Background: an optimization exercise with open tools, aiming at small area, a short achievable clock period and few clock cycles per item. Do not read the settings as production practice. In this exercise RTL edits were held to simulation tests only and were not proved equivalent to the original. Power is estimated from default activity; no workload was simulated.

<file path="flow/config.mk">
export PLATFORM = sky130hd
export DESIGN_NAME = apsel_top
export DESIGN_NICKNAME = apsel_top
export VERILOG_FILES = /design/flow/design.v
export SDC_FILE = /design/flow/constraint.sdc
export NUM_CORES = 4
export LEC_CHECK = 0
export ABC_AREA = 1
export CAP_MARGIN = 20
export CORE_MARGIN = 2
export CORE_UTILIZATION = 40
export SLEW_MARGIN = 20
</file>
<file path="flow/design.v">
`default_nettype none
package apsel_pkg;
  localparam int NUM_ARMS = 8;
  localparam int ARM_W    = (NUM_ARMS > 1) ? $clog2(NUM_ARMS) : 1;
  localparam int Q_W      = 16;
  localparam int PMIN_W   = 13;
  localparam int FIELD_W  = 3;
  localparam int Q_ONE_INT  = 65536;
  localparam int SHARE_INT  = Q_ONE_INT / NUM_ARMS;
  localparam logic [Q_W-1:0] PROB_RESET =
    Q_W'((SHARE_INT > Q_ONE_INT - 1) ? (Q_ONE_INT - 1) : SHARE_INT);
  localparam logic [PMIN_W-1:0] PMIN_RESET  = PMIN_W'(655);
  localparam logic [Q_W-1:0]    ALPHA_RESET = Q_W'(52429);
  localparam logic CMD_WRITE  = 1'b0;
  localparam logic CMD_SELECT = 1'b1;
  localparam logic REG_MIN_PROB   = 1'b0;
  localparam logic REG_LEARN_RATE = 1'b1;
  typedef struct packed {
    logic               cmd;
    logic [FIELD_W-1:0] arm;
    logic [Q_W-1:0]     reward;
    logic [Q_W-1:0]     random_draw;
  } req_t;
  typedef struct packed {
    logic [FIELD_W-1:0] chosen_arm;
    logic [FIELD_W-1:0] best_arm;
  } res_t;
endpackage
`default_nettype wire
`default_nettype none
module adaptive_pursuit_selector_core (
  input  wire logic               clk,
  input  wire logic               rst,
  input  wire logic               req_valid,
  output logic                    req_stall,
  input  wire apsel_pkg::req_t    req,
  output logic                    res_valid,
  input  wire logic               res_stall,
  output apsel_pkg::res_t         res,
  input  wire logic               psel,
  input  wire logic               penable,
  input  wire logic               pwrite,
  input  wire logic [2:0]         paddr,
  input  wire logic [31:0]        pwdata,
  output logic [31:0]             prdata,
  output logic                    pready
);
  localparam int Q_W    = apsel_pkg::Q_W;
  localparam int PMIN_W = apsel_pkg::PMIN_W;
  logic [PMIN_W-1:0]   min_probability;
  logic [Q_W-1:0]      learning_rate;
  logic [Q_W-1:0]      pmax;
  logic [Q_W-1:0]      reward_estimate [8];
  logic [Q_W-1:0]      grp_p [4];      
  logic [16:0]         pipe_d [4];     
  logic [3:0]          pipe_tmax;      
  logic [3:0]          pipe_tmin;      
  logic                ph;             
  logic                upd_a;          
  logic                upd_b;          
  logic                rou_a;          
  logic                rou_b;          
  logic [2:0]          sel_best;
  logic [Q_W-1:0]      draw;
  logic [2:0]          rou_best;
  logic [Q_W-1:0]      rou_rem;        
  logic                rou_found;
  logic [1:0]          rou_arm;
  logic [5:0]          q_mem [4];
  logic [1:0]          q_wr;
  logic [1:0]          q_rd;
  logic [2:0]          q_cnt;
  logic [1:0]          outs;           
  function automatic logic [16:0] add16(input logic [15:0] a, input logic [15:0] b,
                                        input logic cin);
    logic [15:0] g, p, gg, pp;
    g  = a & b;
    p  = a ^ b;
    gg = g;
    pp = p;
    gg[0] = g[0] | (p[0] & cin);
    for (int l = 0; l < 4; l++) begin
      for (int i = 0; i < 16; i++) begin
        if (((i >> l) & 1) == 1) begin
          gg[i] = gg[i] | (pp[i] & gg[((i >> l) << l) - 1]);
          pp[i] = pp[i] & pp[((i >> l) << l) - 1];
        end
      end
    end
    add16 = {gg[15], p ^ {gg[14:0], cin}};
  endfunction
  function automatic logic ge16(input logic [15:0] a, input logic [15:0] b);
    logic [16:0] r;
    r = add16(a, ~b, 1'b1);
    ge16 = r[16];
  endfunction
  logic                cfg_wr;
  logic                sel_acc;
  logic                wr_acc;
  logic                res_take;
  assign pready  = 1'b1;
  assign cfg_wr  = psel && penable && pwrite;
  assign prdata  = paddr[2] ? 32'(learning_rate) : 32'(min_probability);
  assign req_stall = req.cmd && (!ph || (outs == 2'd3));
  assign sel_acc   = req_valid && req.cmd && ph && (outs != 2'd3);
  assign wr_acc    = req_valid && !req.cmd;
  assign res_valid      = (q_cnt != 3'd0);
  assign res.chosen_arm = q_mem[q_rd][5:3];
  assign res.best_arm   = q_mem[q_rd][2:0];
  assign res_take       = res_valid && !res_stall;
  logic [2:0]     b01, b23, b45, b67, b03, b47, best_now;
  logic [Q_W-1:0] v01, v23, v45, v67, v03, v47;
  always_comb begin
    b01 = ge16(reward_estimate[1], reward_estimate[0]) ? 3'd1 : 3'd0;
    v01 = ge16(reward_estimate[1], reward_estimate[0]) ? reward_estimate[1] : reward_estimate[0];
    b23 = ge16(reward_estimate[3], reward_estimate[2]) ? 3'd3 : 3'd2;
    v23 = ge16(reward_estimate[3], reward_estimate[2]) ? reward_estimate[3] : reward_estimate[2];
    b45 = ge16(reward_estimate[5], reward_estimate[4]) ? 3'd5 : 3'd4;
    v45 = ge16(reward_estimate[5], reward_estimate[4]) ? reward_estimate[5] : reward_estimate[4];
    b67 = ge16(reward_estimate[7], reward_estimate[6]) ? 3'd7 : 3'd6;
    v67 = ge16(reward_estimate[7], reward_estimate[6]) ? reward_estimate[7] : reward_estimate[6];
    b03 = ge16(v23, v01) ? b23 : b01;
    v03 = ge16(v23, v01) ? v23 : v01;
    b47 = ge16(v67, v45) ? b67 : b45;
    v47 = ge16(v67, v45) ? v67 : v45;
    best_now = ge16(v47, v03) ? b47 : b03;
  end
  logic [8:0] bo_one, bo_two, bo_neg;      
  logic [8:0] bn_one, bn_two, bn_neg;      
  always_comb begin
    logic [18:0] ax;
    ax = {2'b11, (upd_a || upd_b) ? learning_rate : 16'h0000, 1'b0};
    for (int j = 0; j < 9; j++) begin
      bn_one[j] = ax[2*j+1] ^ ax[2*j];
      bn_two[j] = (ax[2*j+2] & ~ax[2*j+1] & ~ax[2*j]) | (~ax[2*j+2] & ax[2*j+1] & ax[2*j]);
      bn_neg[j] = ax[2*j+2] & ~(ax[2*j+1] & ax[2*j]);
    end
  end
  logic [16:0]    d_now [4];
  logic [3:0]     tmax_now, tmin_now;
  logic [Q_W-1:0] t2 [4];
  logic [Q_W-1:0] p_next [4];
  always_comb begin
    for (int j = 0; j < 4; j++) begin
      logic [Q_W-1:0] t;
      tmax_now[j] = (upd_a || upd_b) && (sel_best == {ph, 2'(j)});
      tmin_now[j] = (upd_a || upd_b) && (sel_best != {ph, 2'(j)});
      t = ({Q_W{tmax_now[j]}} & pmax) | ({Q_W{tmin_now[j]}} & Q_W'(min_probability));
      d_now[j] = add16(t, ~grp_p[j], 1'b1) ^ 17'h10000;
      t2[j] = ({Q_W{pipe_tmax[j]}} & pmax) | ({Q_W{pipe_tmin[j]}} & Q_W'(min_probability));
    end
  end
  for (genvar j = 0; j < 4; j++) begin : g_upd
    apsel_pupd u_pupd (
      .t    (t2[j]),
      .d    (pipe_d[j]),
      .corr (pipe_d[j][16]),
      .one  (bo_one),
      .two  (bo_two),
      .neg  (bo_neg),
      .pn   (p_next[j])
    );
  end
  logic [Q_W-1:0] rem [5];
  logic [3:0]     hit;
  logic [1:0]     hit_arm;
  always_comb begin
    rem[0] = rou_rem;
    for (int i = 0; i < 4; i++) begin
      logic [Q_W:0] r;
      r = add16(rem[i], ~grp_p[i], 1'b1);
      hit[i]   = !r[Q_W];
      rem[i+1] = r[Q_W-1:0];
    end
    hit_arm = hit[0] ? 2'd0 : hit[1] ? 2'd1 : hit[2] ? 2'd2 : 2'd3;
  end
  always_ff @(posedge clk) begin
    if (rst) begin
      min_probability <= apsel_pkg::PMIN_RESET;
      learning_rate   <= apsel_pkg::ALPHA_RESET;
      pmax            <= 16'(65536 - 7 * 655);
      ph              <= 1'b0;
      upd_a           <= 1'b0;
      upd_b           <= 1'b0;
      bo_one          <= 9'h100;
      bo_two          <= '0;
      bo_neg          <= 9'h100;
      pipe_tmax       <= '0;
      pipe_tmin       <= '0;
      rou_a           <= 1'b0;
      rou_b           <= 1'b0;
      q_wr            <= '0;
      q_rd            <= '0;
      q_cnt           <= '0;
      outs            <= '0;
      for (int i = 0; i < 8; i++) reward_estimate[i] <= '0;
      for (int j = 0; j < 4; j++) begin
        grp_p[j]  <= apsel_pkg::PROB_RESET;
        pipe_d[j] <= 17'h20000 - 17'(apsel_pkg::PROB_RESET);
      end
    end else begin
      if (cfg_wr) begin
        if (!paddr[2]) begin
          min_probability <= pwdata[PMIN_W-1:0];
          pmax <= (pwdata[PMIN_W-1:0] == '0) ? 16'hFFFF
                : 16'(17'h10000 - 17'(pwdata[PMIN_W-1:0]) * 17'd7);
        end else begin
          learning_rate <= pwdata[Q_W-1:0];
        end
      end
      if (wr_acc) begin
        reward_estimate[req.arm] <= req.reward;
      end
      ph    <= !ph;
      upd_a <= sel_acc;
      upd_b <= upd_a;
      bo_one <= bn_one;
      bo_two <= bn_two;
      bo_neg <= bn_neg;
      pipe_tmax <= tmax_now;
      pipe_tmin <= tmin_now;
      rou_a <= upd_b;
      rou_b <= rou_a;
      for (int j = 0; j < 4; j++) begin
        pipe_d[j] <= d_now[j];
        grp_p[j]  <= p_next[j];
      end
      if (rou_b) begin
        q_wr <= q_wr + 2'd1;
      end
      if (res_take) begin
        q_rd <= q_rd + 2'd1;
      end
      q_cnt <= q_cnt + 3'(rou_b) - 3'(res_take);
      outs  <= outs + 2'(sel_acc) - 2'(res_take);
    end
  end
  always_ff @(posedge clk) begin
    if (sel_acc) begin
      sel_best <= best_now;
      draw     <= req.random_draw;
    end
    if (upd_b) begin
      rou_best <= sel_best;
      rou_rem  <= draw;
    end
    if (rou_a) begin
      rou_rem   <= rem[4];
      rou_found <= |hit;
      rou_arm   <= hit_arm;
    end
    if (rou_b) begin
      q_mem[q_wr] <= {rou_found ? {1'b0, rou_arm} : (|hit ? {1'b1, hit_arm} : 3'd0), rou_best};
    end
  end
endmodule
`default_nettype wire
`default_nettype none
module apsel_pupd (
  input  wire logic [15:0] t,
  input  wire logic [16:0] d,
  input  wire logic        corr,
  input  wire logic [8:0]  one,
  input  wire logic [8:0]  two,
  input  wire logic [8:0]  neg,
  output logic      [15:0] pn
);
  wire pp1 = (one[0] & d[0]) ^ neg[0];
  wire pp2 = ((one[0] & d[1]) | (two[0] & d[0])) ^ neg[0];
  wire pp3 = ((one[0] & d[2]) | (two[0] & d[1])) ^ neg[0];
  wire pp4 = ((one[0] & d[3]) | (two[0] & d[2])) ^ neg[0];
  wire pp5 = ((one[0] & d[4]) | (two[0] & d[3])) ^ neg[0];
  wire pp6 = ((one[0] & d[5]) | (two[0] & d[4])) ^ neg[0];
  wire pp7 = ((one[0] & d[6]) | (two[0] & d[5])) ^ neg[0];
  wire pp8 = ((one[0] & d[7]) | (two[0] & d[6])) ^ neg[0];
  wire pp9 = ((one[0] & d[8]) | (two[0] & d[7])) ^ neg[0];
  wire pp10 = ((one[0] & d[9]) | (two[0] & d[8])) ^ neg[0];
  wire pp11 = ((one[0] & d[10]) | (two[0] & d[9])) ^ neg[0];
  wire pp12 = ((one[0] & d[11]) | (two[0] & d[10])) ^ neg[0];
  wire pp13 = ((one[0] & d[12]) | (two[0] & d[11])) ^ neg[0];
  wire pp14 = ((one[0] & d[13]) | (two[0] & d[12])) ^ neg[0];
  wire pp15 = ((one[0] & d[14]) | (two[0] & d[13])) ^ neg[0];
  wire pp16 = ((one[0] & d[15]) | (two[0] & d[14])) ^ neg[0];
  wire pp17 = ((one[0] & d[16]) | (two[0] & d[15])) ^ neg[0];
  wire pp18 = ~(((one[0] & d[16]) | (two[0] & d[16])) ^ neg[0]);
  wire pp19 = (one[1] & d[0]) ^ neg[1];
  wire pp20 = ((one[1] & d[1]) | (two[1] & d[0])) ^ neg[1];
  wire pp21 = ((one[1] & d[2]) | (two[1] & d[1])) ^ neg[1];
  wire pp22 = ((one[1] & d[3]) | (two[1] & d[2])) ^ neg[1];
  wire pp23 = ((one[1] & d[4]) | (two[1] & d[3])) ^ neg[1];
  wire pp24 = ((one[1] & d[5]) | (two[1] & d[4])) ^ neg[1];
  wire pp25 = ((one[1] & d[6]) | (two[1] & d[5])) ^ neg[1];
  wire pp26 = ((one[1] & d[7]) | (two[1] & d[6])) ^ neg[1];
  wire pp27 = ((one[1] & d[8]) | (two[1] & d[7])) ^ neg[1];
  wire pp28 = ((one[1] & d[9]) | (two[1] & d[8])) ^ neg[1];
  wire pp29 = ((one[1] & d[10]) | (two[1] & d[9])) ^ neg[1];
  wire pp30 = ((one[1] & d[11]) | (two[1] & d[10])) ^ neg[1];
  wire pp31 = ((one[1] & d[12]) | (two[1] & d[11])) ^ neg[1];
  wire pp32 = ((one[1] & d[13]) | (two[1] & d[12])) ^ neg[1];
  wire pp33 = ((one[1] & d[14]) | (two[1] & d[13])) ^ neg[1];
  wire pp34 = ((one[1] & d[15]) | (two[1] & d[14])) ^ neg[1];
  wire pp35 = ((one[1] & d[16]) | (two[1] & d[15])) ^ neg[1];
  wire pp36 = ~(((one[1] & d[16]) | (two[1] & d[16])) ^ neg[1]);
  wire pp37 = (one[2] & d[0]) ^ neg[2];
  wire pp38 = ((one[2] & d[1]) | (two[2] & d[0])) ^ neg[2];
  wire pp39 = ((one[2] & d[2]) | (two[2] & d[1])) ^ neg[2];
  wire pp40 = ((one[2] & d[3]) | (two[2] & d[2])) ^ neg[2];
  wire pp41 = ((one[2] & d[4]) | (two[2] & d[3])) ^ neg[2];
  wire pp42 = ((one[2] & d[5]) | (two[2] & d[4])) ^ neg[2];
  wire pp43 = ((one[2] & d[6]) | (two[2] & d[5])) ^ neg[2];
  wire pp44 = ((one[2] & d[7]) | (two[2] & d[6])) ^ neg[2];
  wire pp45 = ((one[2] & d[8]) | (two[2] & d[7])) ^ neg[2];
  wire pp46 = ((one[2] & d[9]) | (two[2] & d[8])) ^ neg[2];
  wire pp47 = ((one[2] & d[10]) | (two[2] & d[9])) ^ neg[2];
  wire pp48 = ((one[2] & d[11]) | (two[2] & d[10])) ^ neg[2];
  wire pp49 = ((one[2] & d[12]) | (two[2] & d[11])) ^ neg[2];
  wire pp50 = ((one[2] & d[13]) | (two[2] & d[12])) ^ neg[2];
  wire pp51 = ((one[2] & d[14]) | (two[2] & d[13])) ^ neg[2];
  wire pp52 = ((one[2] & d[15]) | (two[2] & d[14])) ^ neg[2];
  wire pp53 = ((one[2] & d[16]) | (two[2] & d[15])) ^ neg[2];
  wire pp54 = ~(((one[2] & d[16]) | (two[2] & d[16])) ^ neg[2]);
  wire pp55 = (one[3] & d[0]) ^ neg[3];
  wire pp56 = ((one[3] & d[1]) | (two[3] & d[0])) ^ neg[3];
  wire pp57 = ((one[3] & d[2]) | (two[3] & d[1])) ^ neg[3];
  wire pp58 = ((one[3] & d[3]) | (two[3] & d[2])) ^ neg[3];
  wire pp59 = ((one[3] & d[4]) | (two[3] & d[3])) ^ neg[3];
  wire pp60 = ((one[3] & d[5]) | (two[3] & d[4])) ^ neg[3];
  wire pp61 = ((one[3] & d[6]) | (two[3] & d[5])) ^ neg[3];
  wire pp62 = ((one[3] & d[7]) | (two[3] & d[6])) ^ neg[3];
  wire pp63 = ((one[3] & d[8]) | (two[3] & d[7])) ^ neg[3];
  wire pp64 = ((one[3] & d[9]) | (two[3] & d[8])) ^ neg[3];
  wire pp65 = ((one[3] & d[10]) | (two[3] & d[9])) ^ neg[3];
  wire pp66 = ((one[3] & d[11]) | (two[3] & d[10])) ^ neg[3];
  wire pp67 = ((one[3] & d[12]) | (two[3] & d[11])) ^ neg[3];
  wire pp68 = ((one[3] & d[13]) | (two[3] & d[12])) ^ neg[3];
  wire pp69 = ((one[3] & d[14]) | (two[3] & d[13])) ^ neg[3];
  wire pp70 = ((one[3] & d[15]) | (two[3] & d[14])) ^ neg[3];
  wire pp71 = ((one[3] & d[16]) | (two[3] & d[15])) ^ neg[3];
  wire pp72 = ~(((one[3] & d[16]) | (two[3] & d[16])) ^ neg[3]);
  wire pp73 = (one[4] & d[0]) ^ neg[4];
  wire pp74 = ((one[4] & d[1]) | (two[4] & d[0])) ^ neg[4];
  wire pp75 = ((one[4] & d[2]) | (two[4] & d[1])) ^ neg[4];
  wire pp76 = ((one[4] & d[3]) | (two[4] & d[2])) ^ neg[4];
  wire pp77 = ((one[4] & d[4]) | (two[4] & d[3])) ^ neg[4];
  wire pp78 = ((one[4] & d[5]) | (two[4] & d[4])) ^ neg[4];
  wire pp79 = ((one[4] & d[6]) | (two[4] & d[5])) ^ neg[4];
  wire pp80 = ((one[4] & d[7]) | (two[4] & d[6])) ^ neg[4];
  wire pp81 = ((one[4] & d[8]) | (two[4] & d[7])) ^ neg[4];
  wire pp82 = ((one[4] & d[9]) | (two[4] & d[8])) ^ neg[4];
  wire pp83 = ((one[4] & d[10]) | (two[4] & d[9])) ^ neg[4];
  wire pp84 = ((one[4] & d[11]) | (two[4] & d[10])) ^ neg[4];
  wire pp85 = ((one[4] & d[12]) | (two[4] & d[11])) ^ neg[4];
  wire pp86 = ((one[4] & d[13]) | (two[4] & d[12])) ^ neg[4];
  wire pp87 = ((one[4] & d[14]) | (two[4] & d[13])) ^ neg[4];
  wire pp88 = ((one[4] & d[15]) | (two[4] & d[14])) ^ neg[4];
  wire pp89 = ((one[4] & d[16]) | (two[4] & d[15])) ^ neg[4];
  wire pp90 = ~(((one[4] & d[16]) | (two[4] & d[16])) ^ neg[4]);
  wire pp91 = (one[5] & d[0]) ^ neg[5];
  wire pp92 = ((one[5] & d[1]) | (two[5] & d[0])) ^ neg[5];
  wire pp93 = ((one[5] & d[2]) | (two[5] & d[1])) ^ neg[5];
  wire pp94 = ((one[5] & d[3]) | (two[5] & d[2])) ^ neg[5];
  wire pp95 = ((one[5] & d[4]) | (two[5] & d[3])) ^ neg[5];
  wire pp96 = ((one[5] & d[5]) | (two[5] & d[4])) ^ neg[5];
  wire pp97 = ((one[5] & d[6]) | (two[5] & d[5])) ^ neg[5];
  wire pp98 = ((one[5] & d[7]) | (two[5] & d[6])) ^ neg[5];
  wire pp99 = ((one[5] & d[8]) | (two[5] & d[7])) ^ neg[5];
  wire pp100 = ((one[5] & d[9]) | (two[5] & d[8])) ^ neg[5];
  wire pp101 = ((one[5] & d[10]) | (two[5] & d[9])) ^ neg[5];
  wire pp102 = ((one[5] & d[11]) | (two[5] & d[10])) ^ neg[5];
  wire pp103 = ((one[5] & d[12]) | (two[5] & d[11])) ^ neg[5];
  wire pp104 = ((one[5] & d[13]) | (two[5] & d[12])) ^ neg[5];
  wire pp105 = ((one[5] & d[14]) | (two[5] & d[13])) ^ neg[5];
  wire pp106 = ((one[5] & d[15]) | (two[5] & d[14])) ^ neg[5];
  wire pp107 = ((one[5] & d[16]) | (two[5] & d[15])) ^ neg[5];
  wire pp108 = ~(((one[5] & d[16]) | (two[5] & d[16])) ^ neg[5]);
  wire pp109 = (one[6] & d[0]) ^ neg[6];
  wire pp110 = ((one[6] & d[1]) | (two[6] & d[0])) ^ neg[6];
  wire pp111 = ((one[6] & d[2]) | (two[6] & d[1])) ^ neg[6];
  wire pp112 = ((one[6] & d[3]) | (two[6] & d[2])) ^ neg[6];
  wire pp113 = ((one[6] & d[4]) | (two[6] & d[3])) ^ neg[6];
  wire pp114 = ((one[6] & d[5]) | (two[6] & d[4])) ^ neg[6];
  wire pp115 = ((one[6] & d[6]) | (two[6] & d[5])) ^ neg[6];
  wire pp116 = ((one[6] & d[7]) | (two[6] & d[6])) ^ neg[6];
  wire pp117 = ((one[6] & d[8]) | (two[6] & d[7])) ^ neg[6];
  wire pp118 = ((one[6] & d[9]) | (two[6] & d[8])) ^ neg[6];
  wire pp119 = ((one[6] & d[10]) | (two[6] & d[9])) ^ neg[6];
  wire pp120 = ((one[6] & d[11]) | (two[6] & d[10])) ^ neg[6];
  wire pp121 = ((one[6] & d[12]) | (two[6] & d[11])) ^ neg[6];
  wire pp122 = ((one[6] & d[13]) | (two[6] & d[12])) ^ neg[6];
  wire pp123 = ((one[6] & d[14]) | (two[6] & d[13])) ^ neg[6];
  wire pp124 = ((one[6] & d[15]) | (two[6] & d[14])) ^ neg[6];
  wire pp125 = ((one[6] & d[16]) | (two[6] & d[15])) ^ neg[6];
  wire pp126 = ~(((one[6] & d[16]) | (two[6] & d[16])) ^ neg[6]);
  wire pp127 = (one[7] & d[0]) ^ neg[7];
  wire pp128 = ((one[7] & d[1]) | (two[7] & d[0])) ^ neg[7];
  wire pp129 = ((one[7] & d[2]) | (two[7] & d[1])) ^ neg[7];
  wire pp130 = ((one[7] & d[3]) | (two[7] & d[2])) ^ neg[7];
  wire pp131 = ((one[7] & d[4]) | (two[7] & d[3])) ^ neg[7];
  wire pp132 = ((one[7] & d[5]) | (two[7] & d[4])) ^ neg[7];
  wire pp133 = ((one[7] & d[6]) | (two[7] & d[5])) ^ neg[7];
  wire pp134 = ((one[7] & d[7]) | (two[7] & d[6])) ^ neg[7];
  wire pp135 = ((one[7] & d[8]) | (two[7] & d[7])) ^ neg[7];
  wire pp136 = ((one[7] & d[9]) | (two[7] & d[8])) ^ neg[7];
  wire pp137 = ((one[7] & d[10]) | (two[7] & d[9])) ^ neg[7];
  wire pp138 = ((one[7] & d[11]) | (two[7] & d[10])) ^ neg[7];
  wire pp139 = ((one[7] & d[12]) | (two[7] & d[11])) ^ neg[7];
  wire pp140 = ((one[7] & d[13]) | (two[7] & d[12])) ^ neg[7];
  wire pp141 = ((one[7] & d[14]) | (two[7] & d[13])) ^ neg[7];
  wire pp142 = ((one[7] & d[15]) | (two[7] & d[14])) ^ neg[7];
  wire pp143 = ((one[7] & d[16]) | (two[7] & d[15])) ^ neg[7];
  wire pp144 = ((one[7] & d[16]) | (two[7] & d[16])) ^ neg[7];
  wire pp145 = neg[8] & ~d[0];
  wire pp146 = neg[8] & ~d[1];
  wire pp147 = neg[8] & ~d[2];
  wire pp148 = neg[8] & ~d[3];
  wire pp149 = neg[8] & ~d[4];
  wire pp150 = neg[8] & ~d[5];
  wire pp151 = neg[8] & ~d[6];
  wire pp152 = neg[8] & ~d[7];
  wire pp153 = neg[8] & ~d[8];
  wire pp154 = neg[8] & ~d[9];
  wire pp155 = neg[8] & ~d[10];
  wire pp156 = neg[8] & ~d[11];
  wire pp157 = neg[8] & ~d[12];
  wire pp158 = neg[8] & ~d[13];
  wire pp159 = neg[8] & ~d[14];
  wire pp160 = neg[8] & ~d[15];
  wire s161 = pp15 ^ pp31;
  wire c162 = pp15 & pp31;
  wire s163 = pp16 ^ pp32;
  wire c164 = pp16 & pp32;
  wire x165 = pp17 ^ pp33;
  wire s166 = x165 ^ pp49;
  wire c167 = (pp17 & pp33) | (pp49 & x165);
  wire s168 = pp65 ^ pp81;
  wire c169 = pp65 & pp81;
  wire x170 = 1'b1 ^ pp18;
  wire s171 = x170 ^ pp34;
  wire c172 = (1'b1 & pp18) | (pp34 & x170);
  wire x173 = pp50 ^ pp66;
  wire s174 = x173 ^ pp82;
  wire c175 = (pp50 & pp66) | (pp82 & x173);
  wire x176 = 1'b1 ^ pp35;
  wire s177 = x176 ^ pp51;
  wire c178 = (1'b1 & pp35) | (pp51 & x176);
  wire s179 = pp67 ^ pp83;
  wire c180 = pp67 & pp83;
  wire x181 = pp36 ^ pp52;
  wire s182 = x181 ^ pp68;
  wire c183 = (pp36 & pp52) | (pp68 & x181);
  wire s184 = 1'b1 ^ pp53;
  wire c185 = 1'b1 & pp53;
  wire s186 = pp9 ^ pp25;
  wire c187 = pp9 & pp25;
  wire s188 = pp10 ^ pp26;
  wire c189 = pp10 & pp26;
  wire x190 = pp11 ^ pp27;
  wire s191 = x190 ^ pp43;
  wire c192 = (pp11 & pp27) | (pp43 & x190);
  wire s193 = pp59 ^ pp75;
  wire c194 = pp59 & pp75;
  wire x195 = pp12 ^ pp28;
  wire s196 = x195 ^ pp44;
  wire c197 = (pp12 & pp28) | (pp44 & x195);
  wire s198 = pp60 ^ pp76;
  wire c199 = pp60 & pp76;
  wire x200 = pp13 ^ pp29;
  wire s201 = x200 ^ pp45;
  wire c202 = (pp13 & pp29) | (pp45 & x200);
  wire x203 = pp61 ^ pp77;
  wire s204 = x203 ^ pp93;
  wire c205 = (pp61 & pp77) | (pp93 & x203);
  wire s206 = pp109 ^ neg[6];
  wire c207 = pp109 & neg[6];
  wire x208 = pp14 ^ pp30;
  wire s209 = x208 ^ pp46;
  wire c210 = (pp14 & pp30) | (pp46 & x208);
  wire x211 = pp62 ^ pp78;
  wire s212 = x211 ^ pp94;
  wire c213 = (pp62 & pp78) | (pp94 & x211);
  wire s214 = pp110 ^ corr;
  wire c215 = pp110 & corr;
  wire x216 = s161 ^ pp47;
  wire s217 = x216 ^ pp63;
  wire c218 = (s161 & pp47) | (pp63 & x216);
  wire x219 = pp79 ^ pp95;
  wire s220 = x219 ^ pp111;
  wire c221 = (pp79 & pp95) | (pp111 & x219);
  wire x222 = pp127 ^ neg[7];
  wire s223 = x222 ^ corr;
  wire c224 = (pp127 & neg[7]) | (corr & x222);
  wire x225 = s163 ^ pp48;
  wire s226 = x225 ^ pp64;
  wire c227 = (s163 & pp48) | (pp64 & x225);
  wire x228 = pp80 ^ pp96;
  wire s229 = x228 ^ pp112;
  wire c230 = (pp80 & pp96) | (pp112 & x228);
  wire x231 = pp128 ^ corr;
  wire s232 = x231 ^ c162;
  wire c233 = (pp128 & corr) | (c162 & x231);
  wire x234 = s166 ^ s168;
  wire s235 = x234 ^ pp97;
  wire c236 = (s166 & s168) | (pp97 & x234);
  wire x237 = pp113 ^ pp129;
  wire s238 = x237 ^ pp145;
  wire c239 = (pp113 & pp129) | (pp145 & x237);
  wire x240 = neg[8] ^ t[0];
  wire s241 = x240 ^ c164;
  wire c242 = (neg[8] & t[0]) | (c164 & x240);
  wire x243 = s171 ^ s174;
  wire s244 = x243 ^ pp98;
  wire c245 = (s171 & s174) | (pp98 & x243);
  wire x246 = pp114 ^ pp130;
  wire s247 = x246 ^ pp146;
  wire c248 = (pp114 & pp130) | (pp146 & x246);
  wire x249 = t[1] ^ c167;
  wire s250 = x249 ^ c169;
  wire c251 = (t[1] & c167) | (c169 & x249);
  wire x252 = s177 ^ s179;
  wire s253 = x252 ^ pp99;
  wire c254 = (s177 & s179) | (pp99 & x252);
  wire x255 = pp115 ^ pp131;
  wire s256 = x255 ^ pp147;
  wire c257 = (pp115 & pp131) | (pp147 & x255);
  wire x258 = t[2] ^ c172;
  wire s259 = x258 ^ c175;
  wire c260 = (t[2] & c172) | (c175 & x258);
  wire x261 = s182 ^ pp84;
  wire s262 = x261 ^ pp100;
  wire c263 = (s182 & pp84) | (pp100 & x261);
  wire x264 = pp116 ^ pp132;
  wire s265 = x264 ^ pp148;
  wire c266 = (pp116 & pp132) | (pp148 & x264);
  wire x267 = t[3] ^ c178;
  wire s268 = x267 ^ c180;
  wire c269 = (t[3] & c178) | (c180 & x267);
  wire x270 = s184 ^ pp69;
  wire s271 = x270 ^ pp85;
  wire c272 = (s184 & pp69) | (pp85 & x270);
  wire x273 = pp101 ^ pp117;
  wire s274 = x273 ^ pp133;
  wire c275 = (pp101 & pp117) | (pp133 & x273);
  wire x276 = pp149 ^ t[4];
  wire s277 = x276 ^ c183;
  wire c278 = (pp149 & t[4]) | (c183 & x276);
  wire x279 = pp54 ^ pp70;
  wire s280 = x279 ^ pp86;
  wire c281 = (pp54 & pp70) | (pp86 & x279);
  wire x282 = pp102 ^ pp118;
  wire s283 = x282 ^ pp134;
  wire c284 = (pp102 & pp118) | (pp134 & x282);
  wire x285 = pp150 ^ t[5];
  wire s286 = x285 ^ c185;
  wire c287 = (pp150 & t[5]) | (c185 & x285);
  wire x288 = 1'b1 ^ pp71;
  wire s289 = x288 ^ pp87;
  wire c290 = (1'b1 & pp71) | (pp87 & x288);
  wire x291 = pp103 ^ pp119;
  wire s292 = x291 ^ pp135;
  wire c293 = (pp103 & pp119) | (pp135 & x291);
  wire s294 = pp151 ^ t[6];
  wire c295 = pp151 & t[6];
  wire x296 = pp72 ^ pp88;
  wire s297 = x296 ^ pp104;
  wire c298 = (pp72 & pp88) | (pp104 & x296);
  wire x299 = pp120 ^ pp136;
  wire s300 = x299 ^ pp152;
  wire c301 = (pp120 & pp136) | (pp152 & x299);
  wire x302 = 1'b1 ^ pp89;
  wire s303 = x302 ^ pp105;
  wire c304 = (1'b1 & pp89) | (pp105 & x302);
  wire s305 = pp121 ^ pp137;
  wire c306 = pp121 & pp137;
  wire x307 = pp90 ^ pp106;
  wire s308 = x307 ^ pp122;
  wire c309 = (pp90 & pp106) | (pp122 & x307);
  wire s310 = 1'b1 ^ pp107;
  wire c311 = 1'b1 & pp107;
  wire s312 = pp5 ^ pp21;
  wire c313 = pp5 & pp21;
  wire s314 = pp6 ^ pp22;
  wire c315 = pp6 & pp22;
  wire x316 = pp7 ^ pp23;
  wire s317 = x316 ^ pp39;
  wire c318 = (pp7 & pp23) | (pp39 & x316);
  wire s319 = pp55 ^ neg[3];
  wire c320 = pp55 & neg[3];
  wire x321 = pp8 ^ pp24;
  wire s322 = x321 ^ pp40;
  wire c323 = (pp8 & pp24) | (pp40 & x321);
  wire s324 = pp56 ^ corr;
  wire c325 = pp56 & corr;
  wire x326 = s186 ^ pp41;
  wire s327 = x326 ^ pp57;
  wire c328 = (s186 & pp41) | (pp57 & x326);
  wire x329 = pp73 ^ neg[4];
  wire s330 = x329 ^ corr;
  wire c331 = (pp73 & neg[4]) | (corr & x329);
  wire x332 = s188 ^ pp42;
  wire s333 = x332 ^ pp58;
  wire c334 = (s188 & pp42) | (pp58 & x332);
  wire x335 = pp74 ^ corr;
  wire s336 = x335 ^ c187;
  wire c337 = (pp74 & corr) | (c187 & x335);
  wire x338 = s191 ^ s193;
  wire s339 = x338 ^ pp91;
  wire c340 = (s191 & s193) | (pp91 & x338);
  wire x341 = neg[5] ^ corr;
  wire s342 = x341 ^ c189;
  wire c343 = (neg[5] & corr) | (c189 & x341);
  wire x344 = s196 ^ s198;
  wire s345 = x344 ^ pp92;
  wire c346 = (s196 & s198) | (pp92 & x344);
  wire x347 = corr ^ c192;
  wire s348 = x347 ^ c194;
  wire c349 = (corr & c192) | (c194 & x347);
  wire x350 = s201 ^ s204;
  wire s351 = x350 ^ s206;
  wire c352 = (s201 & s204) | (s206 & x350);
  wire x353 = corr ^ c197;
  wire s354 = x353 ^ c199;
  wire c355 = (corr & c197) | (c199 & x353);
  wire x356 = s209 ^ s212;
  wire s357 = x356 ^ s214;
  wire c358 = (s209 & s212) | (s214 & x356);
  wire x359 = c202 ^ c205;
  wire s360 = x359 ^ c207;
  wire c361 = (c202 & c205) | (c207 & x359);
  wire x362 = s217 ^ s220;
  wire s363 = x362 ^ s223;
  wire c364 = (s217 & s220) | (s223 & x362);
  wire x365 = c210 ^ c213;
  wire s366 = x365 ^ c215;
  wire c367 = (c210 & c213) | (c215 & x365);
  wire x368 = s226 ^ s229;
  wire s369 = x368 ^ s232;
  wire c370 = (s226 & s229) | (s232 & x368);
  wire x371 = c218 ^ c221;
  wire s372 = x371 ^ c224;
  wire c373 = (c218 & c221) | (c224 & x371);
  wire x374 = s235 ^ s238;
  wire s375 = x374 ^ s241;
  wire c376 = (s235 & s238) | (s241 & x374);
  wire x377 = c227 ^ c230;
  wire s378 = x377 ^ c233;
  wire c379 = (c227 & c230) | (c233 & x377);
  wire x380 = s244 ^ s247;
  wire s381 = x380 ^ s250;
  wire c382 = (s244 & s247) | (s250 & x380);
  wire x383 = c236 ^ c239;
  wire s384 = x383 ^ c242;
  wire c385 = (c236 & c239) | (c242 & x383);
  wire x386 = s253 ^ s256;
  wire s387 = x386 ^ s259;
  wire c388 = (s253 & s256) | (s259 & x386);
  wire x389 = c245 ^ c248;
  wire s390 = x389 ^ c251;
  wire c391 = (c245 & c248) | (c251 & x389);
  wire x392 = s262 ^ s265;
  wire s393 = x392 ^ s268;
  wire c394 = (s262 & s265) | (s268 & x392);
  wire x395 = c254 ^ c257;
  wire s396 = x395 ^ c260;
  wire c397 = (c254 & c257) | (c260 & x395);
  wire x398 = s271 ^ s274;
  wire s399 = x398 ^ s277;
  wire c400 = (s271 & s274) | (s277 & x398);
  wire x401 = c263 ^ c266;
  wire s402 = x401 ^ c269;
  wire c403 = (c263 & c266) | (c269 & x401);
  wire x404 = s280 ^ s283;
  wire s405 = x404 ^ s286;
  wire c406 = (s280 & s283) | (s286 & x404);
  wire x407 = c272 ^ c275;
  wire s408 = x407 ^ c278;
  wire c409 = (c272 & c275) | (c278 & x407);
  wire x410 = s289 ^ s292;
  wire s411 = x410 ^ s294;
  wire c412 = (s289 & s292) | (s294 & x410);
  wire x413 = c281 ^ c284;
  wire s414 = x413 ^ c287;
  wire c415 = (c281 & c284) | (c287 & x413);
  wire x416 = s297 ^ s300;
  wire s417 = x416 ^ t[7];
  wire c418 = (s297 & s300) | (t[7] & x416);
  wire x419 = c290 ^ c293;
  wire s420 = x419 ^ c295;
  wire c421 = (c290 & c293) | (c295 & x419);
  wire x422 = s303 ^ s305;
  wire s423 = x422 ^ pp153;
  wire c424 = (s303 & s305) | (pp153 & x422);
  wire x425 = t[8] ^ c298;
  wire s426 = x425 ^ c301;
  wire c427 = (t[8] & c298) | (c301 & x425);
  wire x428 = s308 ^ pp138;
  wire s429 = x428 ^ pp154;
  wire c430 = (s308 & pp138) | (pp154 & x428);
  wire x431 = t[9] ^ c304;
  wire s432 = x431 ^ c306;
  wire c433 = (t[9] & c304) | (c306 & x431);
  wire x434 = s310 ^ pp123;
  wire s435 = x434 ^ pp139;
  wire c436 = (s310 & pp123) | (pp139 & x434);
  wire x437 = pp155 ^ t[10];
  wire s438 = x437 ^ c309;
  wire c439 = (pp155 & t[10]) | (c309 & x437);
  wire x440 = pp108 ^ pp124;
  wire s441 = x440 ^ pp140;
  wire c442 = (pp108 & pp124) | (pp140 & x440);
  wire x443 = pp156 ^ t[11];
  wire s444 = x443 ^ c311;
  wire c445 = (pp156 & t[11]) | (c311 & x443);
  wire x446 = 1'b1 ^ pp125;
  wire s447 = x446 ^ pp141;
  wire c448 = (1'b1 & pp125) | (pp141 & x446);
  wire s449 = pp157 ^ t[12];
  wire c450 = pp157 & t[12];
  wire x451 = pp126 ^ pp142;
  wire s452 = x451 ^ pp158;
  wire c453 = (pp126 & pp142) | (pp158 & x451);
  wire s454 = 1'b1 ^ pp143;
  wire c455 = 1'b1 & pp143;
  wire s456 = 1'b1 ^ pp144;
  wire c457 = 1'b1 & pp144;
  wire s458 = pp3 ^ pp19;
  wire c459 = pp3 & pp19;
  wire s460 = pp4 ^ pp20;
  wire c461 = pp4 & pp20;
  wire x462 = s312 ^ pp37;
  wire s463 = x462 ^ neg[2];
  wire c464 = (s312 & pp37) | (neg[2] & x462);
  wire x465 = s314 ^ pp38;
  wire s466 = x465 ^ corr;
  wire c467 = (s314 & pp38) | (corr & x465);
  wire x468 = s317 ^ s319;
  wire s469 = x468 ^ corr;
  wire c470 = (s317 & s319) | (corr & x468);
  wire x471 = s322 ^ s324;
  wire s472 = x471 ^ c318;
  wire c473 = (s322 & s324) | (c318 & x471);
  wire x474 = s327 ^ s330;
  wire s475 = x474 ^ c323;
  wire c476 = (s327 & s330) | (c323 & x474);
  wire x477 = s333 ^ s336;
  wire s478 = x477 ^ c328;
  wire c479 = (s333 & s336) | (c328 & x477);
  wire x480 = s339 ^ s342;
  wire s481 = x480 ^ c334;
  wire c482 = (s339 & s342) | (c334 & x480);
  wire x483 = s345 ^ s348;
  wire s484 = x483 ^ c340;
  wire c485 = (s345 & s348) | (c340 & x483);
  wire x486 = s351 ^ s354;
  wire s487 = x486 ^ c346;
  wire c488 = (s351 & s354) | (c346 & x486);
  wire x489 = s357 ^ s360;
  wire s490 = x489 ^ c352;
  wire c491 = (s357 & s360) | (c352 & x489);
  wire x492 = s363 ^ s366;
  wire s493 = x492 ^ c358;
  wire c494 = (s363 & s366) | (c358 & x492);
  wire x495 = s369 ^ s372;
  wire s496 = x495 ^ c364;
  wire c497 = (s369 & s372) | (c364 & x495);
  wire x498 = s375 ^ s378;
  wire s499 = x498 ^ c370;
  wire c500 = (s375 & s378) | (c370 & x498);
  wire x501 = s381 ^ s384;
  wire s502 = x501 ^ c376;
  wire c503 = (s381 & s384) | (c376 & x501);
  wire x504 = s387 ^ s390;
  wire s505 = x504 ^ c382;
  wire c506 = (s387 & s390) | (c382 & x504);
  wire x507 = s393 ^ s396;
  wire s508 = x507 ^ c388;
  wire c509 = (s393 & s396) | (c388 & x507);
  wire x510 = s399 ^ s402;
  wire s511 = x510 ^ c394;
  wire c512 = (s399 & s402) | (c394 & x510);
  wire x513 = s405 ^ s408;
  wire s514 = x513 ^ c400;
  wire c515 = (s405 & s408) | (c400 & x513);
  wire x516 = s411 ^ s414;
  wire s517 = x516 ^ c406;
  wire c518 = (s411 & s414) | (c406 & x516);
  wire x519 = s417 ^ s420;
  wire s520 = x519 ^ c412;
  wire c521 = (s417 & s420) | (c412 & x519);
  wire x522 = s423 ^ s426;
  wire s523 = x522 ^ c418;
  wire c524 = (s423 & s426) | (c418 & x522);
  wire x525 = s429 ^ s432;
  wire s526 = x525 ^ c424;
  wire c527 = (s429 & s432) | (c424 & x525);
  wire x528 = s435 ^ s438;
  wire s529 = x528 ^ c430;
  wire c530 = (s435 & s438) | (c430 & x528);
  wire x531 = s441 ^ s444;
  wire s532 = x531 ^ c436;
  wire c533 = (s441 & s444) | (c436 & x531);
  wire x534 = s447 ^ s449;
  wire s535 = x534 ^ c442;
  wire c536 = (s447 & s449) | (c442 & x534);
  wire x537 = s452 ^ t[13];
  wire s538 = x537 ^ c448;
  wire c539 = (s452 & t[13]) | (c448 & x537);
  wire x540 = s454 ^ pp159;
  wire s541 = x540 ^ t[14];
  wire c542 = (s454 & pp159) | (t[14] & x540);
  wire x543 = s456 ^ pp160;
  wire s544 = x543 ^ t[15];
  wire c545 = (s456 & pp160) | (t[15] & x543);
  wire s546 = pp1 ^ neg[0];
  wire c547 = pp1 & neg[0];
  wire s548 = pp2 ^ corr;
  wire c549 = pp2 & corr;
  wire x550 = s458 ^ neg[1];
  wire s551 = x550 ^ corr;
  wire c552 = (s458 & neg[1]) | (corr & x550);
  wire x553 = s460 ^ corr;
  wire s554 = x553 ^ c459;
  wire c555 = (s460 & corr) | (c459 & x553);
  wire x556 = s463 ^ corr;
  wire s557 = x556 ^ c461;
  wire c558 = (s463 & corr) | (c461 & x556);
  wire x559 = s466 ^ c313;
  wire s560 = x559 ^ c464;
  wire c561 = (s466 & c313) | (c464 & x559);
  wire x562 = s469 ^ c315;
  wire s563 = x562 ^ c467;
  wire c564 = (s469 & c315) | (c467 & x562);
  wire x565 = s472 ^ c320;
  wire s566 = x565 ^ c470;
  wire c567 = (s472 & c320) | (c470 & x565);
  wire x568 = s475 ^ c325;
  wire s569 = x568 ^ c473;
  wire c570 = (s475 & c325) | (c473 & x568);
  wire x571 = s478 ^ c331;
  wire s572 = x571 ^ c476;
  wire c573 = (s478 & c331) | (c476 & x571);
  wire x574 = s481 ^ c337;
  wire s575 = x574 ^ c479;
  wire c576 = (s481 & c337) | (c479 & x574);
  wire x577 = s484 ^ c343;
  wire s578 = x577 ^ c482;
  wire c579 = (s484 & c343) | (c482 & x577);
  wire x580 = s487 ^ c349;
  wire s581 = x580 ^ c485;
  wire c582 = (s487 & c349) | (c485 & x580);
  wire x583 = s490 ^ c355;
  wire s584 = x583 ^ c488;
  wire c585 = (s490 & c355) | (c488 & x583);
  wire x586 = s493 ^ c361;
  wire s587 = x586 ^ c491;
  wire c588 = (s493 & c361) | (c491 & x586);
  wire x589 = s496 ^ c367;
  wire s590 = x589 ^ c494;
  wire c591 = (s496 & c367) | (c494 & x589);
  wire x592 = s499 ^ c373;
  wire s593 = x592 ^ c497;
  wire c594 = (s499 & c373) | (c497 & x592);
  wire x595 = s502 ^ c379;
  wire s596 = x595 ^ c500;
  wire c597 = (s502 & c379) | (c500 & x595);
  wire x598 = s505 ^ c385;
  wire s599 = x598 ^ c503;
  wire c600 = (s505 & c385) | (c503 & x598);
  wire x601 = s508 ^ c391;
  wire s602 = x601 ^ c506;
  wire c603 = (s508 & c391) | (c506 & x601);
  wire x604 = s511 ^ c397;
  wire s605 = x604 ^ c509;
  wire c606 = (s511 & c397) | (c509 & x604);
  wire x607 = s514 ^ c403;
  wire s608 = x607 ^ c512;
  wire c609 = (s514 & c403) | (c512 & x607);
  wire x610 = s517 ^ c409;
  wire s611 = x610 ^ c515;
  wire c612 = (s517 & c409) | (c515 & x610);
  wire x613 = s520 ^ c415;
  wire s614 = x613 ^ c518;
  wire c615 = (s520 & c415) | (c518 & x613);
  wire x616 = s523 ^ c421;
  wire s617 = x616 ^ c521;
  wire c618 = (s523 & c421) | (c521 & x616);
  wire x619 = s526 ^ c427;
  wire s620 = x619 ^ c524;
  wire c621 = (s526 & c427) | (c524 & x619);
  wire x622 = s529 ^ c433;
  wire s623 = x622 ^ c527;
  wire c624 = (s529 & c433) | (c527 & x622);
  wire x625 = s532 ^ c439;
  wire s626 = x625 ^ c530;
  wire c627 = (s532 & c439) | (c530 & x625);
  wire x628 = s535 ^ c445;
  wire s629 = x628 ^ c533;
  wire c630 = (s535 & c445) | (c533 & x628);
  wire x631 = s538 ^ c450;
  wire s632 = x631 ^ c536;
  wire c633 = (s538 & c450) | (c536 & x631);
  wire x634 = s541 ^ c453;
  wire s635 = x634 ^ c539;
  wire c636 = (s541 & c453) | (c539 & x634);
  wire x637 = s544 ^ c455;
  wire s638 = x637 ^ c542;
  wire c639 = (s544 & c455) | (c542 & x637);
  wire g640 = s546 & corr;
  wire x641 = s546 ^ corr;
  wire g642 = s548 & c547;
  wire x643 = s548 ^ c547;
  wire g644 = s551 & c549;
  wire x645 = s551 ^ c549;
  wire g646 = s554 & c552;
  wire x647 = s554 ^ c552;
  wire g648 = s557 & c555;
  wire x649 = s557 ^ c555;
  wire g650 = s560 & c558;
  wire x651 = s560 ^ c558;
  wire g652 = s563 & c561;
  wire x653 = s563 ^ c561;
  wire g654 = s566 & c564;
  wire x655 = s566 ^ c564;
  wire g656 = s569 & c567;
  wire x657 = s569 ^ c567;
  wire g658 = s572 & c570;
  wire x659 = s572 ^ c570;
  wire g660 = s575 & c573;
  wire x661 = s575 ^ c573;
  wire g662 = s578 & c576;
  wire x663 = s578 ^ c576;
  wire g664 = s581 & c579;
  wire x665 = s581 ^ c579;
  wire g666 = s584 & c582;
  wire x667 = s584 ^ c582;
  wire g668 = s587 & c585;
  wire x669 = s587 ^ c585;
  wire g670 = s590 & c588;
  wire x671 = s590 ^ c588;
  wire g672 = s593 & c591;
  wire x673 = s593 ^ c591;
  wire g674 = s596 & c594;
  wire x675 = s596 ^ c594;
  wire g676 = s599 & c597;
  wire x677 = s599 ^ c597;
  wire g678 = s602 & c600;
  wire x679 = s602 ^ c600;
  wire g680 = s605 & c603;
  wire x681 = s605 ^ c603;
  wire g682 = s608 & c606;
  wire x683 = s608 ^ c606;
  wire g684 = s611 & c609;
  wire x685 = s611 ^ c609;
  wire g686 = s614 & c612;
  wire x687 = s614 ^ c612;
  wire g688 = s617 & c615;
  wire x689 = s617 ^ c615;
  wire g690 = s620 & c618;
  wire x691 = s620 ^ c618;
  wire g692 = s623 & c621;
  wire x693 = s623 ^ c621;
  wire g694 = s626 & c624;
  wire x695 = s626 ^ c624;
  wire g696 = s629 & c627;
  wire x697 = s629 ^ c627;
  wire g698 = s632 & c630;
  wire x699 = s632 ^ c630;
  wire g700 = s635 & c633;
  wire x701 = s635 ^ c633;
  wire g702 = s638 & c636;
  wire x703 = s638 ^ c636;
  wire G704 = g642 | (x643 & g640);
  wire P705 = x643 & x641;
  wire G706 = g646 | (x647 & g644);
  wire P707 = x647 & x645;
  wire G708 = g650 | (x651 & g648);
  wire P709 = x651 & x649;
  wire G710 = g654 | (x655 & g652);
  wire P711 = x655 & x653;
  wire G712 = g658 | (x659 & g656);
  wire P713 = x659 & x657;
  wire G714 = g662 | (x663 & g660);
  wire P715 = x663 & x661;
  wire G716 = g666 | (x667 & g664);
  wire P717 = x667 & x665;
  wire G718 = g670 | (x671 & g668);
  wire P719 = x671 & x669;
  wire G720 = G706 | (P707 & G704);
  wire P721 = P707 & P705;
  wire G722 = G710 | (P711 & G708);
  wire P723 = P711 & P709;
  wire G724 = G714 | (P715 & G712);
  wire P725 = P715 & P713;
  wire G726 = G718 | (P719 & G716);
  wire P727 = P719 & P717;
  wire G728 = G722 | (P723 & G720);
  wire P729 = P723 & P721;
  wire G730 = G726 | (P727 & G724);
  wire P731 = P727 & P725;
  wire G732 = G730 | (P731 & G728);
  wire P733 = P731 & P729;
  wire G734 = g674 | (x675 & g672);
  wire P735 = x675 & x673;
  wire G736 = g678 | (x679 & g676);
  wire P737 = x679 & x677;
  wire G738 = g682 | (x683 & g680);
  wire P739 = x683 & x681;
  wire G740 = g686 | (x687 & g684);
  wire P741 = x687 & x685;
  wire G742 = g690 | (x691 & g688);
  wire P743 = x691 & x689;
  wire G744 = g694 | (x695 & g692);
  wire P745 = x695 & x693;
  wire G746 = g698 | (x699 & g696);
  wire P747 = x699 & x697;
  wire G748 = g702 | (x703 & g700);
  wire P749 = x703 & x701;
  wire G750 = g676 | (x677 & G734);
  wire P751 = x677 & P735;
  wire G752 = G736 | (P737 & G734);
  wire P753 = P737 & P735;
  wire G754 = g684 | (x685 & G738);
  wire P755 = x685 & P739;
  wire G756 = G740 | (P741 & G738);
  wire P757 = P741 & P739;
  wire G758 = g692 | (x693 & G742);
  wire P759 = x693 & P743;
  wire G760 = G744 | (P745 & G742);
  wire P761 = P745 & P743;
  wire G762 = g700 | (x701 & G746);
  wire P763 = x701 & P747;
  wire G764 = G748 | (P749 & G746);
  wire P765 = P749 & P747;
  wire G766 = g680 | (x681 & G752);
  wire P767 = x681 & P753;
  wire G768 = G738 | (P739 & G752);
  wire P769 = P739 & P753;
  wire G770 = G754 | (P755 & G752);
  wire P771 = P755 & P753;
  wire G772 = G756 | (P757 & G752);
  wire P773 = P757 & P753;
  wire G774 = g696 | (x697 & G760);
  wire P775 = x697 & P761;
  wire G776 = G746 | (P747 & G760);
  wire P777 = P747 & P761;
  wire G778 = G762 | (P763 & G760);
  wire P779 = P763 & P761;
  wire G780 = G764 | (P765 & G760);
  wire P781 = P765 & P761;
  wire G782 = g688 | (x689 & G772);
  wire P783 = x689 & P773;
  wire G784 = G742 | (P743 & G772);
  wire P785 = P743 & P773;
  wire G786 = G758 | (P759 & G772);
  wire P787 = P759 & P773;
  wire G788 = G760 | (P761 & G772);
  wire P789 = P761 & P773;
  wire G790 = G774 | (P775 & G772);
  wire P791 = P775 & P773;
  wire G792 = G776 | (P777 & G772);
  wire P793 = P777 & P773;
  wire G794 = G778 | (P779 & G772);
  wire P795 = P779 & P773;
  wire G796 = G780 | (P781 & G772);
  wire P797 = P781 & P773;
  wire C798 = g672 | (x673 & G732);
  wire C799 = G734 | (P735 & G732);
  wire C800 = G750 | (P751 & G732);
  wire C801 = G752 | (P753 & G732);
  wire C802 = G766 | (P767 & G732);
  wire C803 = G768 | (P769 & G732);
  wire C804 = G770 | (P771 & G732);
  wire C805 = G772 | (P773 & G732);
  wire C806 = G782 | (P783 & G732);
  wire C807 = G784 | (P785 & G732);
  wire C808 = G786 | (P787 & G732);
  wire C809 = G788 | (P789 & G732);
  wire C810 = G790 | (P791 & G732);
  wire C811 = G792 | (P793 & G732);
  wire C812 = G794 | (P795 & G732);
  assign pn[0] = x673 ^ G732;
  assign pn[1] = x675 ^ C798;
  assign pn[2] = x677 ^ C799;
  assign pn[3] = x679 ^ C800;
  assign pn[4] = x681 ^ C801;
  assign pn[5] = x683 ^ C802;
  assign pn[6] = x685 ^ C803;
  assign pn[7] = x687 ^ C804;
  assign pn[8] = x689 ^ C805;
  assign pn[9] = x691 ^ C806;
  assign pn[10] = x693 ^ C807;
  assign pn[11] = x695 ^ C808;
  assign pn[12] = x697 ^ C809;
  assign pn[13] = x699 ^ C810;
  assign pn[14] = x701 ^ C811;
  assign pn[15] = x703 ^ C812;
endmodule
`default_nettype wire
`default_nettype none
module apsel_top (
  input  wire logic        clk,
  input  wire logic        rst,
  input  wire logic        req_valid,
  output logic             req_stall,
  input  wire logic        req_cmd,
  input  wire logic [2:0]  req_arm,
  input  wire logic [15:0] req_reward,
  input  wire logic [15:0] req_draw,
  output logic             res_valid,
  input  wire logic        res_stall,
  output logic [2:0]       res_chosen_arm,
  output logic [2:0]       res_best_arm,
  input  wire logic        psel,
  input  wire logic        penable,
  input  wire logic        pwrite,
  input  wire logic [2:0]  paddr,
  input  wire logic [31:0] pwdata,
  output logic [31:0]      prdata,
  output logic             pready
);
  apsel_pkg::req_t req;
  apsel_pkg::res_t res;
  assign req.cmd         = req_cmd;
  assign req.arm         = req_arm;
  assign req.reward      = req_reward;
  assign req.random_draw = req_draw;
  assign res_chosen_arm = res.chosen_arm;
  assign res_best_arm   = res.best_arm;
  adaptive_pursuit_selector_core u_core (
    .clk       (clk),
    .rst       (rst),
    .req_valid (req_valid),
    .req_stall (req_stall),
    .req       (req),
    .res_valid (res_valid),
    .res_stall (res_stall),
    .res       (res),
    .psel      (psel),
    .penable   (penable),
    .pwrite    (pwrite),
    .paddr     (paddr),
    .pwdata    (pwdata),
    .prdata    (prdata),
    .pready    (pready)
  );
endmodule
`default_nettype wire
</file>
<file path="flow/standard.sh">
#!/bin/bash
# synth_recipe.tcl (not shown) runs the flow's synth.tcl, then flattens the netlist and writes it again
# the make line also repeats each setting of config.mk as NAME=value (left out here)
make -C /OpenROAD-flow-scripts/flow DESIGN_CONFIG=/design/flow/config.mk WORK_HOME=/design/flow/orfs CLKGATE_MAP_FILE= SYNTH_SCRIPT=/design/flow/synth_recipe.tcl "${@:-finish}"
</file>
<file path="flow/constraint.sdc">
create_clock -name core_clock -period 14.0 [get_ports {clk}]
set_input_delay 2.8000 -clock core_clock [delete_from_list [all_inputs] [get_ports {clk}]]
set_output_delay 2.8000 -clock core_clock [all_outputs]
set_load 0.01 [all_outputs]
</file>
<file path="flow/flow/run.sh">
#!/bin/bash
# Layout: the standard flow (standard synthesis, floorplan, placement, CTS,
# routing), with plain buffers on the ports and a tighter setup target for the
# timing repair steps. The SDC is the design's, unchanged.
set -uo pipefail
bash standard.sh finish \
  SETUP_SLACK_MARGIN=7.5 \
  "BUFFER_PORTS_ARGS=-buffer_cell sky130_fd_sc_hd__buf_2" \
  > standard_flow.log 2>&1
status=$?
cp -r orfs/logs flow_logs 2>/dev/null || true
exit $status
</file>
==> out/results.txt <==
Unrepaired setup endpoints after global routing: yes
R2R cell count: 22
VDD IR max: 0.0003078 V
Lkg Pwr: 27.79 nW
DR WL/cell: 20.72 um
Top post-synthesis cells by area: fa_1 (22%), ha_1 (12%), edfxtp_1 (11%)
Drt drc: 0
Hold_sp: u_core.upd_a
First-pass GRT wire length: 249.2 mm
Reg2reg start: u_core.bo_two[3]
Top FF cell, synth: dfxtp_1
CTS Buffer Depth: 3
H-Tree Depth: 2
CP Launch Type: input pin
GRT Overall Usage: 0.2430
Synth Cell Area: 51860 um^2
Layout Nets: 7174
Placed instance count: 7702
Max-slew violations: 0
Final hold vios: 0
WHS Path Cells: 2
Largest net degree at the start of global routing: 68
Pwr Total: 11.12 mW
Worst r2r dst: u_core.grp_p[0][15]
Req. time, crit path: 11.20 ns
Storage cell area: 10350 um^2
Post-synth top area share: 0.2247
CP max stage delay: 0.33 ns
Fin Hold WS: 0.4332 ns
Outcome: finished clean
Final core occ: 0.4332
Synth-to-Final Area Change: 7.887%
Clock Sinks: 419
TritonCTS clock tree: done
Clock latency (worst-skew pair): 0.64 ns
Post-synth top area cell: fa_1
Total congestion overflow: 0
Vias post-DR: 42.53k
Post-route ant nets: 0
CTS Hold Buffers Added: 0
Post-Layout Cell Count: 7803
Syn avg cell area: 8.490 um^2
Sequential share of the synthesized area: 0.1990
Worst path cell trace: buf_4, o21ai_0, buf_2
Fin crit period: 6.364 ns
Detailed Route Iter0 Violations: 3516
Clock Skew: 0.03616 ns
Number of global-route vias before repair: 43.13k
TritonRoute pass-1 iters: 6
Critical-path top delay cell: o21ai_0
R2R setup slack: 7.68 ns
Slew margin rel.: 0.3276
Max Fclk: 0.1571 GHz
Core Box Area: 129200 um^2
Synth warn: 13
Fillers: 12.80k
Critical path arrival: 3.56 ns
Initial Util: 0.4015
Crit path kind: in2out
Final RePlAce weighted congestion: 0.9133
CP Max Fanout: 31
Layout cell share with drive strength beyond 1: 0.07031
Final WL: 161.7 mm
Row count: 132
Max Cap Viol: 0
Fraction of registers with async set/reset: 0
Sum Neg Setup Slack: 0 ns
Die Y: 364.1 um
Synth Instances: 6108
IO Count: 119
Die ar.: 132500 um^2
Die width: 364.1 um
Worst Hold Class: reg2reg
Clock slew at reported path FFs: 0.06 ns
CTS Buf Count: 49
Setup violations, final: 0
CP startpoint: paddr[2]
Vias per cell: 5.450
IO buf count: 83
Synth Register Bits: 419
Multi-input logic area: 35980 um^2
HPWL after DPL: 116.3 mm
Least-Margin Pin Slew: 1.009 ns
WHS Endpoint: u_core.upd_b
Tcrit/Tclk final: 0.4546
CP Capture Type: output pin
Pwr Density: 198.7 nW/um^2
Post-synth EDFFs: 193
Root buffer cell: clkbuf_16
Antenna violations before repair: 3
Synth unique cells: 50
flip-flops by register name, indices dropped and copies added, names as in the netlist, 3 cells and up, named ones only:
register,flops
u_core.reward_estimate,128
u_core.pipe_d,68
u_core.grp_p,64
u_core.q_mem,24
u_core.draw,16
u_core.learning_rate,16
u_core.pmax,16
u_core.rou_rem,16
u_core.min_probability,13
u_core.bo_neg,9
u_core.bo_one,8
u_core.bo_two,8
u_core.pipe_tmax,4
u_core.pipe_tmin,4
u_core.q_cnt,3
u_core.rou_best,3
u_core.sel_best,3
per-layer routing:
metal  routed length, um  track usage  vias to the layer above
met5                   7            0                        -
met2               76220       0.4099                     1901
met1               63830       0.3049                    20674
met4                8718       0.1099                        2
li1                    -            -                    19504
met3               12920      0.03991                      444
worst max path at each step:
stage,end,slack (ns),cells past startpoint
after floorplan,prdata[0],7.70,4
after global placement,u_core.q_mem[0][4],7.07,37
after detailed placement,u_core.q_mem[0][4],7.00,37
after CTS,u_core.grp_p[0][15],7.51,21
after global routing,u_core.grp_p[0][15],7.47,23
final,prdata[8],7.64,3
report_power, final:
part	total [mW]	internal, mW	switching (mW)	leakage (nW)
clock	1.30	0.726	0.574	0.767
sequential	1.63	1.51	0.113	3.68
combinational	8.19	3.22	4.97	23.3
cells in the mapped netlist (9+ instances only):
library cell,instances
nand2_2,27
clkbuf_1,261
o211ai_1,9
ha_1,495
dfxtp_1,226
a21oi_1,225
buf_1,62
nor3_1,32
fa_1,582
xnor2_1,77
clkinv_1,45
nor2_1,438
a211oi_1,14
inv_1,1089
xor2_1,585
nand3_1,70
o22ai_1,621
nor2_2,9
o21bai_1,13
o21a_1,12
o21ai_0,261
a21o_1,20
edfxtp_1,193
nand2_1,585
nand4_1,15
buf_4,18
inv_2,47
cells by family after synthesis:
kind of cell,count (synthesis),synth area share
AOI/OAI and AO/OA,1223,0.1396
xor gates and xnor gates,662,0.1118
adders and majority gates,1077,0.3441
buffers and inverters,1522,0.1115
DFF,419,0.1990
other,2,0.0001448
and+or+nand+nor,1203,0.09385
placed cells by master (no fill, tap or decap), types with 31 or more instances in the layout:
| master | instances |
|---|---|
| nor2_1 | 434 |
| a21oi_1 | 221 |
| xor2_1 | 582 |
| clkinv_1 | 40 |
| nor3_1 | 31 |
| buf_2 | 81 |
| dfxtp_1 | 213 |
| o22ai_1 | 621 |
| clkbuf_16 | 51 |
| buf_4 | 84 |
| inv_2 | 39 |
| inv_1 | 1084 |
| nand2_1 | 582 |
| o21ai_0 | 255 |
| fa_1 | 577 |
| xnor2_1 | 75 |
| nand3_1 | 70 |
| ha_1 | 493 |
| edfxtp_1 | 193 |
critical path, delay by kind of cell:
family	cells	cell delay, ns
AO/OA/AOI/OAI	1	0.33
buffers and inverters	2	0.42
through the flow:
stage	worst slack (ns)	area, um^2
finish	7.636	55950
global route	7.473	55940
floorplan	7.701	51910
global placement	7.071	53920
CTS	7.511	55650
detailed placement	6.998	53920
layout make-up:
type                       instances  area share
multi-input combinational       4182      0.6431
clock inverter                    23    0.003824
clock buffer                      68     0.02449
tap                             1742     0.03896
timing repair buffer             186     0.02388
antenna                            2  0.00008945
sequential                       419      0.1850
inverter                        1181     0.08064
repair_timing:
item	4_1_cts	5_1_grt
gates resized for setup	36	70
setup endpoints to repair	45	44
buffers inserted	3	5
pin swaps	5	16
Testbench counts, summed over its fixed seeds: cycles 2,447, items 1,200.

## what the ideal ports hide
The flow's constraints put no driver on any port. The routed layout listed below was extracted and timed again, unchanged, in two steps.
Step 1: set_driving_cell puts a clkbuf_16 on clk and a buf_2 on each other input, an assumption about the parent block.
Step 2 times the ports against the registers' clock, not the clock port: input delays grow and output delays shrink by t, the midpoint of the rising clock arrivals with the driver on.
Three values: ideal ports, drivers, drivers and shift; two values: the first two.
t (ns): 0.690
slack for setup (ns): 7.636 / 7.614 / 7.521
clock arrival spread, ns: 0.038 / 0.038
After both steps this run still meets setup and hold. The setup slack of this run moves by -0.022 ns with the drivers and by -0.115 ns with both steps.
